This design comes from an exercise in tuning for small area, a short achievable clock period and few clock cycles per item on the open sky130 flow, not from production work. Function was checked by simulation only, so behaviour that the tests miss may differ from the original.

==> flow/design.v (excerpt) <==
module nn_mac_array #(
    parameter int LANES  = 4,
    parameter int DWIDTH = 16,
    parameter int FRAC   = 8,
    parameter int AWIDTH = 40,
    parameter int CWIDTH = 16
) (
    input  logic                    clk,
    input  logic                    rst_n,
    input  logic                    s_valid,
    output logic                    s_ready,
    input  logic                    s_last,
    input  logic [DWIDTH-1:0]       s_x,
    input  logic [LANES*DWIDTH-1:0] s_w,
    input  logic [LANES*DWIDTH-1:0] s_bias,
    input  logic                    relu_en,
    output logic                    m_valid,
    input  logic                    m_ready,
    output logic [LANES*DWIDTH-1:0] m_data,
    output logic [LANES-1:0]        m_ovf,
    output logic [CWIDTH-1:0]       m_count,
    output logic                    busy
);
    localparam logic [AWIDTH-1:0] M0 = 40'h7fffffff;
    localparam logic [AWIDTH-1:0] M1 = 40'h7ffffffd;
    localparam logic [AWIDTH-1:0] K0 = 40'hff80000000;
    localparam logic [AWIDTH-1:0] K1 = 40'h0;
    localparam logic [AWIDTH-1:0] RND = AWIDTH'(1) << (FRAC-1);
    logic s_hs;
    logic rdy_q, rdy2_q;
    assign s_ready = rdy_q | (rdy2_q & m_valid & m_ready);
    assign s_hs    = s_valid & s_ready;
    assign busy    = ~s_ready;
    logic [7:0]              enc_one, enc_two, enc_neg;
    logic [7:0]              x_one, x_two, x_neg;
    logic [7:0]              x_one_n, x_two_n, x_neg_n;
    logic [LANES*DWIDTH-1:0] w0;
    logic [DWIDTH-1:0]       b0 [LANES];
    logic                    bc0 [LANES];
    logic                    v0, l0, relu0;
    always_comb begin
        for (int j = 0; j < 8; j++) begin
            logic lo, mid, hi;
            lo  = (j == 0) ? 1'b0 : s_x[2*j-1];
            mid = s_x[2*j];
            hi  = s_x[2*j+1];
            enc_one[j] = s_hs & (mid ^ lo);
            enc_two[j] = s_hs & ((hi & ~mid & ~lo) | (~hi & mid & lo));
            enc_neg[j] = s_hs & hi;
        end
    end
  ...
Size: ~4800 cells after synthesis, about 240 I/O pins, roughly 0.049 sq mm of cells after synthesis.
export LEC_CHECK = 0
export CAP_MARGIN = 20
export CORE_MARGIN = 2
export CORE_UTILIZATION = 65
export CTS_BUF_LIST = sky130_fd_sc_hd__clkbuf_16
export CTS_CLUSTER_DIAMETER = 70
export CTS_CLUSTER_SIZE = 32
export PLACE_DENSITY = 0.9
export SETUP_SLACK_MARGIN = 4.2
export SLEW_MARGIN = 20
create_clock -name core_clock -period 8.0 [get_ports {clk}]
standard.sh (not shown) runs the stock make flow with config.mk's settings and CLKGATE_MAP_FILE= SYNTH_SCRIPT=/design/flow/synth_recipe.tcl, a recipe that flattens the netlist after the stock synthesis.
==> flow/flow/run.sh <==
#!/bin/bash
# The standard layout, with the port buffers taken from buf_1 instead of the
# cell buffer_ports picks by default (a larger, slower delay cell). Timing
# repair still resizes any of them that limit timing.
set -euo pipefail
export BUFFER_PORTS_ARGS="-buffer_cell sky130_fd_sc_hd__buf_1"
bash standard.sh > standard.log 2>&1
Testbench counts at the start, summed over its fixed seeds: cycles 13,779, items 1,600.
==> next run, changes <==
--- a/flow/config.mk
+++ b/flow/config.mk
@@ -8,9 +8,8 @@
 export CAP_MARGIN = 20
 export CORE_MARGIN = 2
-export CORE_UTILIZATION = 65
+export CORE_UTILIZATION = 40
 export CTS_BUF_LIST = sky130_fd_sc_hd__clkbuf_16
 export CTS_CLUSTER_DIAMETER = 70
 export CTS_CLUSTER_SIZE = 32
-export PLACE_DENSITY = 0.9
 export SETUP_SLACK_MARGIN = 4.2
 export SLEW_MARGIN = 20
Clock skew is higher by 0.010 ns.
Worst setup slack hardly moves.
Routed wire length is lower by about 1.4%.
==> next run, changes <==
--- a/flow/config.mk
+++ b/flow/config.mk
@@ -8,8 +8,9 @@
 export CAP_MARGIN = 20
 export CORE_MARGIN = 2
-export CORE_UTILIZATION = 40
+export CORE_UTILIZATION = 55
 export CTS_BUF_LIST = sky130_fd_sc_hd__clkbuf_16
 export CTS_CLUSTER_DIAMETER = 70
 export CTS_CLUSTER_SIZE = 32
-export SETUP_SLACK_MARGIN = 4.2
+export PLACE_DENSITY = 0.8
+export SETUP_SLACK_MARGIN = 4.1
 export SLEW_MARGIN = 20
The new run finished with timing, DRC and antenna clean.
Flip-flop and latch count stays the same.
Worst setup slack got worse by 0.048 ns.
==> next run, changes <==
--- a/flow/config.mk
+++ b/flow/config.mk
@@ -13,4 +13,4 @@
 export CTS_CLUSTER_SIZE = 32
 export PLACE_DENSITY = 0.8
-export SETUP_SLACK_MARGIN = 4.1
+export SETUP_SLACK_MARGIN = 4.2
 export SLEW_MARGIN = 20
What happened: The changed run produced a clean layout. Global-route usage goes down by 0.15 points. Setup slack gets better by 0.073 ns. Cell count barely changes. Die area stays the same.
==> next run, changes <==
--- a/flow/config.mk
+++ b/flow/config.mk
@@ -8,9 +8,9 @@
 export CAP_MARGIN = 20
 export CORE_MARGIN = 2
-export CORE_UTILIZATION = 55
+export CORE_UTILIZATION = 40
 export CTS_BUF_LIST = sky130_fd_sc_hd__clkbuf_16
 export CTS_CLUSTER_DIAMETER = 70
 export CTS_CLUSTER_SIZE = 32
-export PLACE_DENSITY = 0.8
+export GPL_TIMING_DRIVEN = 0
 export SETUP_SLACK_MARGIN = 4.2
 export SLEW_MARGIN = 20
The changed run went through all stages and came out clean.
Register-to-register slack degrades by 0.07 ns.
Final area climbs by a few percent.
Die area climbs by well over a third.
Wire length climbs by a quarter to a third.
Critical path depth drops by 1.
Utilization drops by 14 points.

==> separate check: timing with driven ports <==
No port has a modelled driver above. Below, the same layouts with a new extraction and two added sets of constraints.
Step 1, drivers: a clkbuf_16 drives clk and a buf_2 each remaining input, both assumed.
Step 2 times the ports against the registers' clock, not the clock port: input delays grow and output delays shrink by t, the midpoint of the rising clock arrivals with the driver on.
Three values: no drivers, after step 1, after step 2; two values: the first two.
| run | t, ns | setup slack, ns | worst slew at a driven data input, ns | pins driven straight from the clock port |
|---|---|---|---|---|
| the first run | 0.704 | 4.207 / 4.207 / 3.756 | 0.16 | 1 |
| the second run | 0.754 | 4.207 / 4.160 / 3.718 | 0.14 | 1 |
| the third run | 0.701 | 4.159 / 4.159 / 3.651 | 0.11 | 1 |
| the fourth run | 0.700 | 4.232 / 4.226 / 3.840 | 0.12 | 1 |
| the fifth run | 0.756 | 4.161 / 4.161 / 3.610 | 0.15 | 1 |
After both steps every run listed still meets setup and hold. The setup slack of the fifth run, which loses most, moves by 0.000 ns with the drivers and by -0.551 ns with both steps.
